From an optimization exercise on the open Yosys and OpenROAD flow, aimed at small area and a short achievable clock period; shortcuts taken in it are not production practice.
RTL that was checked went through simulation tests only; none was proved equivalent to the original.

==> inputs of 02-27 <==
==> flow/design.v (excerpt) <==
module ex_top #(
	parameter int DATA_WIDTH = 64,
	parameter int ALU_K      = 4,
	parameter int BR_K       = 4,
	parameter int ALU_KIND   = 0,
	parameter int BR_KIND    = 0
) (
	input  logic                  clk,
	input  logic                  reset,
	input  logic                  issue,
	input  logic [DATA_WIDTH-1:0] read_data1,
	input  logic [DATA_WIDTH-1:0] read_data2,
	input  logic [DATA_WIDTH-1:0] pc,
	input  logic [DATA_WIDTH-1:0] imm,
	input  logic [DATA_WIDTH-1:0] br_offset,
	input  ex_pkg::alu_op_t       alu_op,
	input  logic                  alu_src,
	input  logic                  set_flags,
	input  ex_pkg::br_kind_t      br_kind,
	input  ex_pkg::cond_t         cond,
	output logic                  result_valid,
	output logic [DATA_WIDTH-1:0] alu_result,
	output logic [DATA_WIDTH-1:0] store_data,
	output logic [DATA_WIDTH-1:0] br_target,
	output logic                  br_taken,
	output logic                  negative,
	output logic                  zero,
	output logic                  overflow,
  ...
Settings: LEC_CHECK=0, ABC_CLOCK_PERIOD_IN_PS=1500, CAP_MARGIN=20, CORE_MARGIN=2, CORE_UTILIZATION=40, CTS_BUF_LIST=sky130_fd_sc_hd__clkbuf_8, SETUP_SLACK_MARGIN=3.5, SLEW_MARGIN=20; clock period 5.5 ns.
standard.sh (not shown) runs the stock make flow with config.mk's settings and CLKGATE_MAP_FILE= SYNTH_SCRIPT=/design/flow/synth_recipe.tcl, a recipe that flattens the netlist after the stock synthesis.
==> flow/flow/run.sh <==
#!/bin/bash
# Standard layout, with plain buf_1 cells as the port buffers instead of the
# buffer_ports default (clkdlybuf4s50_1). Each tool's output goes to its own log.
set -euo pipefail
export BUFFER_PORTS_ARGS="-buffer_cell sky130_fd_sc_hd__buf_1"
bash standard.sh synth > synth.log 2>&1
bash standard.sh > layout.log 2>&1
==> inputs of 04-02, as changes to 02-27 <==
--- a/flow/design.v
+++ b/flow/design.v
@@ -43,54 +43,62 @@
 	input  logic [2:0]                  br_kind,
 	input  logic [3:0]                  cond,
 	output logic                        op_valid,
 	output logic [DATA_WIDTH-1:0]       alu_s,
 	output logic [DATA_WIDTH/ALU_K-1:0] alu_g,
-	output logic                        alu_same_sign,
-	output logic                        alu_a_sign,
+	output logic [DATA_WIDTH/ALU_K-1:0] alu_p,
+	output logic                        alu_top_g,
+	output logic                        alu_top_p,
 	output logic [DATA_WIDTH-1:0]       store_operand,
 	output logic [DATA_WIDTH-1:0]       br_s,
 	output logic [DATA_WIDTH/BR_K-1:0]  br_g,
+	output logic [DATA_WIDTH/BR_K-1:0]  br_p,
 	output logic                        set_flags_q,
 	output logic [3:0]                  test_q
 );
 	localparam int MSB = DATA_WIDTH - 1;
-	logic [DATA_WIDTH-1:0]       a, b, ap, at, ag_bit, as, bs;
-	logic [DATA_WIDTH/ALU_K-1:0] ag, bg;
-	logic                        is_arith, is_sub, b_top;
-	logic [3:0]                  tp, tt, tg;
+	logic [DATA_WIDTH-1:0]       a, b, ap, ag_bit, as, bs;
+	logic [DATA_WIDTH/ALU_K-1:0] ag, abp;
+	logic [DATA_WIDTH/BR_K-1:0]  bg, bbp;
+	logic                        is_sub;
+	logic [3:0]                  tp, tg;
 	logic [3:0]                  test_d;
 	assign a        = read_data1;
 	assign b        = alu_src ? imm : read_data2;
-	assign is_arith = (alu_op[2:1] == 2'b01);
 	assign is_sub   = (alu_op == 3'b011);
 	always_comb begin
-		tt = 4'b0000;
 		tg = 4'b0000;
 		case (alu_op)
-			3'b010:  begin tp = 4'b0110; tt = 4'b1110; tg = 4'b1000; end
-			3'b011:  begin tp = 4'b1001; tt = 4'b1101; tg = 4'b0100; end
+			3'b010:  begin tp = 4'b0110; tg = 4'b1000; end
+			3'b011:  begin tp = 4'b1001; tg = 4'b0100; end
 			3'b100:  tp = 4'b1000;
 			3'b101:  tp = 4'b1110;
 			3'b110:  tp = 4'b0110;
 			default: tp = 4'b1010;
 		endcase
 	end
 	for (genvar i = 0; i < DATA_WIDTH; i++) begin : g_bit
 		assign ap[i]     = tp[{a[i], b[i]}];
-		assign at[i]     = tt[{a[i], b[i]}];
 		assign ag_bit[i] = tg[{a[i], b[i]}];
 	end
 	ex_blk_sum #(.W(DATA_WIDTH), .K(ALU_K)) u_alu_blk (
-		.p(ap), .t(at), .g(ag_bit), .cin(is_sub), .s(as), .co(ag)
+		.p(ap), .g(ag_bit), .cin(is_sub), .s(as), .co(ag), .bp(abp)
 	);
+	logic top_g, top_p;
+	always_comb begin
+		top_g = 1'b0;
+		top_p = 1'b1;
+		for (int i = DATA_WIDTH - ALU_K; i < MSB; i++) begin
+			top_g = ag_bit[i] | (ap[i] & top_g);
+			top_p = top_p & ap[i];
+		end
+	end
 	logic [DATA_WIDTH-1:0] off4;
 	assign off4 = {br_offset[DATA_WIDTH-3:0], 2'b00};
 	ex_blk_sum #(.W(DATA_WIDTH), .K(BR_K)) u_br_blk (
-		.p(pc ^ off4), .t(pc | off4), .g(pc & off4), .cin(1'b0), .s(bs), .co(bg)
+		.p(pc ^ off4), .g(pc & off4), .cin(1'b0), .s(bs), .co(bg), .bp(bbp)
 	);
-	assign b_top = b[MSB] ^ is_sub;
 	always_comb begin
 		test_d = 4'b0000;
 		case (br_kind)
 			3'd1: test_d = 4'b1000;
 			3'd2: test_d = 4'b0100;
@@ -107,24 +115,32 @@
 				endcase
 			end
 			default: test_d = 4'b0000;
 		endcase
 	end
+	logic [DATA_WIDTH/ALU_K-1:1] alu_p_hi;
+	logic [DATA_WIDTH/BR_K-2:0]  br_g_lo;
+	logic [DATA_WIDTH/BR_K-1:1]  br_p_hi;
+	assign alu_p = {alu_p_hi, 1'b0};
+	assign br_g  = {1'b0, br_g_lo};
+	assign br_p  = {br_p_hi, 1'b0};
 	always_ff @(posedge clk) begin
 		if (reset)
 			op_valid <= 1'b0;
 		else
 			op_valid <= issue;
 	end
 	always_ff @(posedge clk) begin
 		alu_s         <= as;
 		alu_g         <= ag;
-		alu_same_sign <= is_arith & (a[MSB] == b_top);
-		alu_a_sign    <= a[MSB];
+		alu_p_hi      <= abp[DATA_WIDTH/ALU_K-1:1];
+		alu_top_g     <= top_g;
+		alu_top_p     <= top_p;
 		store_operand <= read_data2;
 		br_s          <= bs;
-		br_g          <= bg;
+		br_g_lo       <= bg[DATA_WIDTH/BR_K-2:0];
+		br_p_hi       <= bbp[DATA_WIDTH/BR_K-1:1];
 		set_flags_q   <= set_flags;
 		test_q        <= test_d;
 	end
 endmodule
 `timescale 1ns/1ps
@@ -135,11 +151,11 @@
 	input  logic [W-1:0] g,
 	input  logic [W-1:0] p,
 	input  logic         cin,
 	output logic [W:0]   c
 );
-	localparam int L = $clog2(W);
+	localparam int L = (W <= 2) ? 1 : (W <= 4) ? 2 : (W <= 8) ? 3 : (W <= 16) ? 4 : (W <= 32) ? 5 : (W <= 64) ? 6 : 7;
 	logic [2*L+1:0][W-1:0] gg;
 	logic [2*L+1:0][W-1:0] pp;
 	assign gg[0] = {g[W-1:1], g[0] | (p[0] & cin)};
 	assign pp[0] = p;
 	generate
@@ -226,69 +242,71 @@
 module ex_blk_sum #(
 	parameter int W = 64,
 	parameter int K = 4
 ) (
 	input  logic [W-1:0]   p,
-	input  logic [W-1:0]   t,
 	input  logic [W-1:0]   g,
 	input  logic           cin,
 	output logic [W-1:0]   s,
-	output logic [W/K-1:0] co
+	output logic [W/K-1:0] co,
+	output logic [W/K-1:0] bp
 );
 	for (genvar j = 0; j < W / K; j++) begin : g_blk
 		logic [K:0] c;
 		always_comb begin
 			for (int i = 0; i <= K; i++) begin
 				logic run;
 				c[i] = 1'b0;
 				for (int m = 0; m < i; m++) begin
 					run = g[K*j+m];
 					for (int n = m + 1; n < i; n++)
-						run = run & t[K*j+n];
+						run = run & p[K*j+n];
 					c[i] = c[i] | run;
 				end
 				if (j == 0) begin
 					run = cin;
 					for (int n = 0; n < i; n++)
-						run = run & t[K*j+n];
+						run = run & p[K*j+n];
 					c[i] = c[i] | run;
 				end
 			end
 		end
 		assign s[K*j +: K] = p[K*j +: K] ^ c[K-1:0];
 		assign co[j]       = c[K];
+		assign bp[j]       = &p[K*j +: K];
 	end
 endmodule
 module ex_blk_fin #(
 	parameter int W    = 64,
 	parameter int K    = 4,
 	parameter int KIND = 0
 ) (
 	input  logic [W-1:0]   s,
 	input  logic [W/K-1:0] g,
+	input  logic [W/K-1:0] bp,
 	output logic [W-1:0]   sum,
+	output logic           ctop,
 	output logic           cout,
 	output logic           zero
 );
 	localparam int NB = W / K;
-	logic [NB-1:0] bp, bz, bzero;
 	logic [NB:0]   bc;
+	logic [NB-1:0] bzero;
 	for (genvar j = 0; j < NB; j++) begin : g_blk
-		assign bp[j] = &s[K*j +: K];
-		assign bz[j] = ~|s[K*j +: K];
 		for (genvar t = 0; t < K; t++) begin : g_bit
 			if (t == 0) begin : g_lo
 				assign sum[K*j] = s[K*j] ^ bc[j];
 			end else begin : g_hi
 				assign sum[K*j+t] = s[K*j+t] ^ (bc[j] & (&s[K*j +: t]));
 			end
 		end
-		assign bzero[j] = bc[j] ? bp[j] : bz[j];
+		assign bzero[j] = bc[j] ? bp[j] : ~|s[K*j +: K];
 	end
 	ex_prefix #(.W(NB), .KIND(KIND)) u_carry (
 		.g(g), .p(bp), .cin(1'b0), .c(bc)
 	);
+	assign ctop = bc[NB-1];
 	assign cout = bc[NB];
 	assign zero = &bzero;
 endmodule
 `timescale 1ns/1ps
 module ex_branch_unit (
@@ -366,11 +384,11 @@
 endmodule
 `timescale 1ns/1ps
 module ex_top #(
 	parameter int DATA_WIDTH = 64,
 	parameter int ALU_K      = 4,
-	parameter int BR_K       = 4,
+	parameter int BR_K       = 8,
 	parameter int ALU_KIND   = 0,
 	parameter int BR_KIND    = 0
 ) (
 	input  logic                  clk,
 	input  logic                  reset,
@@ -396,34 +414,34 @@
 	output logic                  carry_out
 );
 	localparam int MSB = DATA_WIDTH - 1;
 	logic                        op_valid;
 	logic [DATA_WIDTH-1:0]       alu_s, br_s, store_operand;
-	logic [DATA_WIDTH/ALU_K-1:0] alu_g;
-	logic [DATA_WIDTH/BR_K-1:0]  br_g;
-	logic                        alu_same_sign, alu_a_sign, set_flags_q;
+	logic [DATA_WIDTH/ALU_K-1:0] alu_g, alu_p;
+	logic [DATA_WIDTH/BR_K-1:0]  br_g, br_p;
+	logic                        alu_top_g, alu_top_p, set_flags_q;
 	logic [3:0]                  test_q;
 	ex_operand_stage #(.DATA_WIDTH(DATA_WIDTH), .ALU_K(ALU_K), .BR_K(BR_K)) u_operand (
 		.clk(clk), .reset(reset), .issue(issue),
 		.read_data1(read_data1), .read_data2(read_data2), .imm(imm),
 		.pc(pc), .br_offset(br_offset), .alu_op(alu_op), .alu_src(alu_src),
 		.set_flags(set_flags), .br_kind(br_kind), .cond(cond),
-		.op_valid(op_valid), .alu_s(alu_s), .alu_g(alu_g),
-		.alu_same_sign(alu_same_sign), .alu_a_sign(alu_a_sign),
-		.store_operand(store_operand), .br_s(br_s), .br_g(br_g),
+		.op_valid(op_valid), .alu_s(alu_s), .alu_g(alu_g), .alu_p(alu_p),
+		.alu_top_g(alu_top_g), .alu_top_p(alu_top_p),
+		.store_operand(store_operand), .br_s(br_s), .br_g(br_g), .br_p(br_p),
 		.set_flags_q(set_flags_q), .test_q(test_q)
 	);
 	logic [DATA_WIDTH-1:0] alu_out, target;
 	logic                  alu_n, alu_z, alu_v, alu_c;
-	logic                  br_cout, br_zero;
+	logic                  alu_ctop, br_ctop, br_cout, br_zero;
 	ex_blk_fin #(.W(DATA_WIDTH), .K(ALU_K), .KIND(ALU_KIND)) u_alu_fin (
-		.s(alu_s), .g(alu_g), .sum(alu_out), .cout(alu_c), .zero(alu_z)
+		.s(alu_s), .g(alu_g), .bp(alu_p), .sum(alu_out), .ctop(alu_ctop), .cout(alu_c), .zero(alu_z)
 	);
 	assign alu_n = alu_out[MSB];
-	assign alu_v = alu_same_sign & (alu_out[MSB] ^ alu_a_sign);
+	assign alu_v = alu_c ^ (alu_top_g | (alu_top_p & alu_ctop));
 	ex_blk_fin #(.W(DATA_WIDTH), .K(BR_K), .KIND(BR_KIND)) u_br_fin (
-		.s(br_s), .g(br_g), .sum(target), .cout(br_cout), .zero(br_zero)
+		.s(br_s), .g(br_g), .bp(br_p), .sum(target), .ctop(br_ctop), .cout(br_cout), .zero(br_zero)
 	);
 	logic taken;
 	ex_branch_unit u_branch (
 		.test(test_q), .rt_zero(store_operand == '0),
 		.negative(negative), .zero(zero), .overflow(overflow), .taken(taken)
Settings changed: ABC_AREA set to 1, ABC_CLOCK_PERIOD_IN_PS 1500 to not set, CTS_BUF_LIST sky130_fd_sc_hd__clkbuf_8 to sky130_fd_sc_hd__clkbuf_16, CTS_CLUSTER_DIAMETER set to 80, CTS_CLUSTER_SIZE set to 30, PLACE_DENSITY set to 0.7, SETUP_SLACK_MARGIN 3.5 to 3.0, SYNTH_HIERARCHICAL set to 1, TNS_END_PERCENT set to 10.
==> comparison table <==
Worst hold slack after final layout: 02-27 0.404 ns; 04-02 0.440 ns
Initial standard-cell utilization of the core: 02-27 40.4%; 04-02 40.6%
Post-route fraction of the period consumed by the critical path: 02-27 47.2%; 04-02 45.2%
Worst path buffer plus inverter count: 02-27 1; 04-02 3
Met3 track demand over resource: 02-27 7.66%; 04-02 6.09%
Biggest area consumer among cell classes: 02-27 multi-input gates; 04-02 flip-flops and latches
Status: 02-27 complete, no violations; 04-02 complete, no violations
Area taken by flip-flops and latches: 02-27 10600 µm²; 04-02 10800 µm²
Final GP Congestion: 02-27 0.912; 04-02 0.909
Routed wire length per instance: 02-27 22.8 µm; 04-02 17.9 µm
Mean area per synthesized cell: 02-27 9.89 µm²; 04-02 8.81 µm²
Number of ordinary and repair buffers in the finished layout: 02-27 814; 04-02 550
Detailed placement HPWL: 02-27 59300 µm; 04-02 52400 µm
The RTL of 02-27 was laid out without a check of its function.

---

==> 06-05 <==
ex_top, a different RTL version from the one above (not shown whole).
==> flow/config.mk <==
export PLATFORM = sky130hd
export DESIGN_NAME = ex_top
export DESIGN_NICKNAME = ex_top
export VERILOG_FILES = /design/flow/design.v
export SDC_FILE = /design/flow/constraint.sdc
export NUM_CORES = 4
export LEC_CHECK = 0
export ABC_CLOCK_PERIOD_IN_PS = 2500
export CAP_MARGIN = 20
export CORE_MARGIN = 2
export CORE_UTILIZATION = 40
export CTS_BUF_LIST = sky130_fd_sc_hd__clkbuf_8
export SETUP_SLACK_MARGIN = 2.5
export SLEW_MARGIN = 20
==> flow/constraint.sdc <==
create_clock -name core_clock -period 5.5 [get_ports {clk}]
set_input_delay 1.1000 -clock core_clock [delete_from_list [all_inputs] [get_ports {clk}]]
set_output_delay 1.1000 -clock core_clock [all_outputs]
set_load 0.01 [all_outputs]
Scripts as last shown in full above: flow/flow/run.sh
==> inputs of 08-21, as changes to 06-05 <==
--- a/flow/design.v
+++ b/flow/design.v
@@ -40,60 +40,68 @@
 	input  logic [2:0]                  alu_op,
 	input  logic                        alu_src,
 	input  logic                        set_flags,
 	input  logic [2:0]                  br_kind,
 	input  logic [3:0]                  cond,
 	output logic                        op_valid,
 	output logic [DATA_WIDTH-1:0]       alu_s,
 	output logic [DATA_WIDTH/ALU_K-1:0] alu_g,
-	output logic                        alu_same_sign,
-	output logic                        alu_a_sign,
+	output logic [DATA_WIDTH/ALU_K-1:0] alu_p,
+	output logic                        alu_top_g,
+	output logic                        alu_top_p,
 	output logic [DATA_WIDTH-1:0]       store_operand,
 	output logic [DATA_WIDTH-1:0]       br_s,
 	output logic [DATA_WIDTH/BR_K-1:0]  br_g,
+	output logic [DATA_WIDTH/BR_K-1:0]  br_p,
 	output logic                        set_flags_q,
 	output logic [3:0]                  test_q
 );
 	localparam int MSB = DATA_WIDTH - 1;
-	logic [DATA_WIDTH-1:0]       a, b, ap, at, ag_bit, as, bs;
-	logic [DATA_WIDTH/ALU_K-1:0] ag, bg;
-	logic                        is_arith, is_sub, b_top;
-	logic [3:0]                  tp, tt, tg;
+	logic [DATA_WIDTH-1:0]       a, b, ap, ag_bit, as, bs;
+	logic [DATA_WIDTH/ALU_K-1:0] ag, abp;
+	logic [DATA_WIDTH/BR_K-1:0]  bg, bbp;
+	logic                        is_sub;
+	logic [3:0]                  tp, tg;
 	logic [3:0]                  test_d;
 	assign a        = read_data1;
 	assign b        = alu_src ? imm : read_data2;
-	assign is_arith = (alu_op[2:1] == 2'b01);
 	assign is_sub   = (alu_op == 3'b011);
 	always_comb begin
-		tt = 4'b0000;
 		tg = 4'b0000;
 		case (alu_op)
-			3'b010:  begin tp = 4'b0110; tt = 4'b1110; tg = 4'b1000; end
-			3'b011:  begin tp = 4'b1001; tt = 4'b1101; tg = 4'b0100; end
+			3'b010:  begin tp = 4'b0110; tg = 4'b1000; end
+			3'b011:  begin tp = 4'b1001; tg = 4'b0100; end
 			3'b100:  tp = 4'b1000;
 			3'b101:  tp = 4'b1110;
 			3'b110:  tp = 4'b0110;
 			default: tp = 4'b1010;
 		endcase
 	end
 	for (genvar i = 0; i < DATA_WIDTH; i++) begin : g_bit
 		assign ap[i]     = tp[{a[i], b[i]}];
-		assign at[i]     = tt[{a[i], b[i]}];
 		assign ag_bit[i] = tg[{a[i], b[i]}];
 	end
 	ex_blk_sum #(.W(DATA_WIDTH), .K(ALU_K)) u_alu_blk (
-		.p(ap), .t(at), .g(ag_bit), .cin(is_sub), .s(as), .co(ag)
+		.p(ap), .g(ag_bit), .cin(is_sub), .s(as), .co(ag), .bp(abp)
 	);
+	logic top_g, top_p;
+	always_comb begin
+		top_g = 1'b0;
+		top_p = 1'b1;
+		for (int i = DATA_WIDTH - ALU_K; i < MSB; i++) begin
+			top_g = ag_bit[i] | (ap[i] & top_g);
+			top_p = top_p & ap[i];
+		end
+	end
 	logic [DATA_WIDTH-1:0] off4;
 	assign off4 = {br_offset[DATA_WIDTH-3:0], 2'b00};
 	ex_blk_sum #(.W(DATA_WIDTH), .K(BR_K)) u_br_blk (
-		.p(pc ^ off4), .t(pc | off4), .g(pc & off4), .cin(1'b0), .s(bs), .co(bg)
+		.p(pc ^ off4), .g(pc & off4), .cin(1'b0), .s(bs), .co(bg), .bp(bbp)
 	);
-	assign b_top = b[MSB] ^ is_sub;
 	always_comb begin
 		test_d = 4'b0000;
 		case (br_kind)
 			3'd1: test_d = 4'b1000;
 			3'd2: test_d = 4'b0100;
 			3'd3: test_d = 4'b1100;
 			3'd4: begin
 				case (cond)
@@ -104,30 +112,38 @@
 					4'b1011: test_d = 4'b0011;
 					4'b1110: test_d = 4'b1000;
 					default: test_d = 4'b0000;
 				endcase
 			end
 			default: test_d = 4'b0000;
 		endcase
 	end
+	logic [DATA_WIDTH/ALU_K-1:1] alu_p_hi;
+	logic [DATA_WIDTH/BR_K-2:0]  br_g_lo;
+	logic [DATA_WIDTH/BR_K-1:1]  br_p_hi;
+	assign alu_p = {alu_p_hi, 1'b0};
+	assign br_g  = {1'b0, br_g_lo};
+	assign br_p  = {br_p_hi, 1'b0};
 	always_ff @(posedge clk) begin
 		if (reset)
 			op_valid <= 1'b0;
 		else
 			op_valid <= issue;
 	end
 	always_ff @(posedge clk) begin
 		alu_s         <= as;
 		alu_g         <= ag;
-		alu_same_sign <= is_arith & (a[MSB] == b_top);
-		alu_a_sign    <= a[MSB];
+		alu_p_hi      <= abp[DATA_WIDTH/ALU_K-1:1];
+		alu_top_g     <= top_g;
+		alu_top_p     <= top_p;
 		store_operand <= read_data2;
 		br_s          <= bs;
-		br_g          <= bg;
+		br_g_lo       <= bg[DATA_WIDTH/BR_K-2:0];
+		br_p_hi       <= bbp[DATA_WIDTH/BR_K-1:1];
 		set_flags_q   <= set_flags;
 		test_q        <= test_d;
 	end
 endmodule
 `timescale 1ns/1ps
 module ex_prefix #(
 	parameter int W    = 64,
 	parameter int KIND = 0
@@ -223,75 +239,77 @@
 		end
 	endgenerate
 endmodule
 module ex_blk_sum #(
 	parameter int W = 64,
 	parameter int K = 4
 ) (
 	input  logic [W-1:0]   p,
-	input  logic [W-1:0]   t,
 	input  logic [W-1:0]   g,
 	input  logic           cin,
 	output logic [W-1:0]   s,
-	output logic [W/K-1:0] co
+	output logic [W/K-1:0] co,
+	output logic [W/K-1:0] bp
 );
 	for (genvar j = 0; j < W / K; j++) begin : g_blk
 		logic [K:0] c;
 		always_comb begin
 			for (int i = 0; i <= K; i++) begin
 				logic run;
 				c[i] = 1'b0;
 				for (int m = 0; m < i; m++) begin
 					run = g[K*j+m];
 					for (int n = m + 1; n < i; n++)
-						run = run & t[K*j+n];
+						run = run & p[K*j+n];
 					c[i] = c[i] | run;
 				end
 				if (j == 0) begin
 					run = cin;
 					for (int n = 0; n < i; n++)
-						run = run & t[K*j+n];
+						run = run & p[K*j+n];
 					c[i] = c[i] | run;
 				end
 			end
 		end
 		assign s[K*j +: K] = p[K*j +: K] ^ c[K-1:0];
 		assign co[j]       = c[K];
+		assign bp[j]       = &p[K*j +: K];
 	end
 endmodule
 module ex_blk_fin #(
 	parameter int W    = 64,
 	parameter int K    = 4,
 	parameter int KIND = 0
 ) (
 	input  logic [W-1:0]   s,
 	input  logic [W/K-1:0] g,
+	input  logic [W/K-1:0] bp,
 	output logic [W-1:0]   sum,
+	output logic           ctop,
 	output logic           cout,
 	output logic           zero
 );
 	localparam int NB = W / K;
-	logic [NB-1:0] bp, bz, bzero;
 	logic [NB:0]   bc;
+	logic [NB-1:0] bzero;
 	for (genvar j = 0; j < NB; j++) begin : g_blk
-		assign bp[j] = &s[K*j +: K];
-		assign bz[j] = ~|s[K*j +: K];
 		for (genvar t = 0; t < K; t++) begin : g_bit
 			if (t == 0) begin : g_lo
 				assign sum[K*j] = s[K*j] ^ bc[j];
 			end else begin : g_hi
 				assign sum[K*j+t] = s[K*j+t] ^ (bc[j] & (&s[K*j +: t]));
 			end
 		end
-		assign bzero[j] = bc[j] ? bp[j] : bz[j];
+		assign bzero[j] = bc[j] ? bp[j] : ~|s[K*j +: K];
 	end
 	ex_prefix #(.W(NB), .KIND(KIND)) u_carry (
 		.g(g), .p(bp), .cin(1'b0), .c(bc)
 	);
+	assign ctop = bc[NB-1];
 	assign cout = bc[NB];
 	assign zero = &bzero;
 endmodule
 `timescale 1ns/1ps
 module ex_branch_unit (
 	input  logic [3:0] test,
 	input  logic       rt_zero,
 	input  logic       negative,
@@ -363,17 +381,17 @@
 			carry_out <= alu_flags_in[0];
 		end
 	end
 endmodule
 `timescale 1ns/1ps
 module ex_top #(
 	parameter int DATA_WIDTH = 64,
 	parameter int ALU_K      = 4,
-	parameter int BR_K       = 4,
+	parameter int BR_K       = 8,
 	parameter int ALU_KIND   = 0,
 	parameter int BR_KIND    = 0
 ) (
 	input  logic                  clk,
 	input  logic                  reset,
 	input  logic                  issue,
 	input  logic [DATA_WIDTH-1:0] read_data1,
 	input  logic [DATA_WIDTH-1:0] read_data2,
@@ -393,40 +411,40 @@
 	output logic                  negative,
 	output logic                  zero,
 	output logic                  overflow,
 	output logic                  carry_out
 );
 	localparam int MSB = DATA_WIDTH - 1;
 	logic                        op_valid;
 	logic [DATA_WIDTH-1:0]       alu_s, br_s, store_operand;
-	logic [DATA_WIDTH/ALU_K-1:0] alu_g;
-	logic [DATA_WIDTH/BR_K-1:0]  br_g;
-	logic                        alu_same_sign, alu_a_sign, set_flags_q;
+	logic [DATA_WIDTH/ALU_K-1:0] alu_g, alu_p;
+	logic [DATA_WIDTH/BR_K-1:0]  br_g, br_p;
+	logic                        alu_top_g, alu_top_p, set_flags_q;
 	logic [3:0]                  test_q;
 	ex_operand_stage #(.DATA_WIDTH(DATA_WIDTH), .ALU_K(ALU_K), .BR_K(BR_K)) u_operand (
 		.clk(clk), .reset(reset), .issue(issue),
 		.read_data1(read_data1), .read_data2(read_data2), .imm(imm),
 		.pc(pc), .br_offset(br_offset), .alu_op(alu_op), .alu_src(alu_src),
 		.set_flags(set_flags), .br_kind(br_kind), .cond(cond),
-		.op_valid(op_valid), .alu_s(alu_s), .alu_g(alu_g),
-		.alu_same_sign(alu_same_sign), .alu_a_sign(alu_a_sign),
-		.store_operand(store_operand), .br_s(br_s), .br_g(br_g),
+		.op_valid(op_valid), .alu_s(alu_s), .alu_g(alu_g), .alu_p(alu_p),
+		.alu_top_g(alu_top_g), .alu_top_p(alu_top_p),
+		.store_operand(store_operand), .br_s(br_s), .br_g(br_g), .br_p(br_p),
 		.set_flags_q(set_flags_q), .test_q(test_q)
 	);
 	logic [DATA_WIDTH-1:0] alu_out, target;
 	logic                  alu_n, alu_z, alu_v, alu_c;
-	logic                  br_cout, br_zero;
+	logic                  alu_ctop, br_ctop, br_cout, br_zero;
 	ex_blk_fin #(.W(DATA_WIDTH), .K(ALU_K), .KIND(ALU_KIND)) u_alu_fin (
-		.s(alu_s), .g(alu_g), .sum(alu_out), .cout(alu_c), .zero(alu_z)
+		.s(alu_s), .g(alu_g), .bp(alu_p), .sum(alu_out), .ctop(alu_ctop), .cout(alu_c), .zero(alu_z)
 	);
 	assign alu_n = alu_out[MSB];
-	assign alu_v = alu_same_sign & (alu_out[MSB] ^ alu_a_sign);
+	assign alu_v = alu_c ^ (alu_top_g | (alu_top_p & alu_ctop));
 	ex_blk_fin #(.W(DATA_WIDTH), .K(BR_K), .KIND(BR_KIND)) u_br_fin (
-		.s(br_s), .g(br_g), .sum(target), .cout(br_cout), .zero(br_zero)
+		.s(br_s), .g(br_g), .bp(br_p), .sum(target), .ctop(br_ctop), .cout(br_cout), .zero(br_zero)
 	);
 	logic taken;
 	ex_branch_unit u_branch (
 		.test(test_q), .rt_zero(store_operand == '0),
 		.negative(negative), .zero(zero), .overflow(overflow), .taken(taken)
 	);
 	ex_result_stage #(.DATA_WIDTH(DATA_WIDTH)) u_result (
 		.clk(clk), .reset(reset), .op_valid(op_valid), .set_flags(set_flags_q),
Settings changed: ABC_AREA set to 1, ABC_CLOCK_PERIOD_IN_PS 2500 to unset, CTS_BUF_LIST sky130_fd_sc_hd__clkbuf_8 to sky130_fd_sc_hd__clkbuf_16, CTS_CLUSTER_DIAMETER set to 80, CTS_CLUSTER_SIZE set to 30, SETUP_SLACK_MARGIN 2.5 to 2.9, SYNTH_HIERARCHICAL set to 1.
==> comparison table <==
Result of the run: 06-05 finished clean; 08-21 finished clean
Warning count from the yosys run: 06-05 4; 08-21 11
Share of the final layout cell area in sequential cells: 06-05 0.376; 08-21 0.416
Width of the chip: 06-05 245 um; 08-21 238 um
Worst relative slew slack: 06-05 0.221; 08-21 0.355
Worst reg2reg path startpoint: 06-05 u_operand.alu_s[32]; 08-21 u_operand.alu_g[0]
Start point of the worst hold path: 06-05 u_operand.br_s[2]; 08-21 u_operand.store_operand[57]
Initial core utilization: 06-05 0.404; 08-21 0.406
Count of H-tree levels built during CTS: 06-05 3; 08-21 1
Insertion delay to the later sink of the worst-skew pair: 06-05 0.68 ns; 08-21 0.61 ns
Multi-input combinational area share: 06-05 0.423; 08-21 0.381
Number of sequential cells in the layout: 06-05 429; 08-21 442
Met1 routing resource usage after global routing: 06-05 0.271; 08-21 0.269
Capturing element of the worst setup path: 06-05 u_operand.alu_g[2]; 08-21 u_operand.alu_g[6]
Final worst-path cycle share: 06-05 0.546; 08-21 0.463
Total Die Area: 06-05 60200 sq um; 08-21 56600 sq um

re-timing with driven ports:
The results above use ideal ports. As a check the final layouts listed here were re-extracted and re-timed, cells and wires unchanged.
Step 1 (the two cells are an assumption about what drives the block):
set clk [get_ports {clk}]
set_driving_cell -lib_cell sky130_fd_sc_hd__clkbuf_16 $clk
set_driving_cell -lib_cell sky130_fd_sc_hd__buf_2 [delete_from_list [all_inputs] $clk]
Step 2, shift: input delay + t, output delay - t, t = (earliest + latest rising clock arrival at the registers) / 2. This alone moves slack from input paths to output paths.
Slacks: ideal ports / drivers / drivers and shift; pairs: ideal ports / drivers.
| run | t (ns) | setup WS [ns] | hold slack, ns | slew at the worst register clock pin (ns) |
|---|---|---|---|---|
| 02-27 | 0.718 | 2.902 / 2.793 / 2.074 | 0.404 / 0.404 / 0.404 | 0.07 / 0.07 |
| 04-02 | 0.645 | 3.015 / 3.011 / 2.367 | 0.440 / 0.440 / 0.440 | 0.11 / 0.11 |
| 06-05 | 0.716 | 2.497 / 2.518 / 1.801 | 0.405 / 0.405 / 0.405 | 0.07 / 0.07 |
| 08-21 | 0.655 | 2.954 / 2.949 / 2.293 | 0.433 / 0.433 / 0.433 | 0.11 / 0.11 |
After both steps setup and hold are still met in every run listed. For 02-27, which loses most, drivers alone change the setup slack by -0.109 ns; drivers and shift together by -0.828 ns.
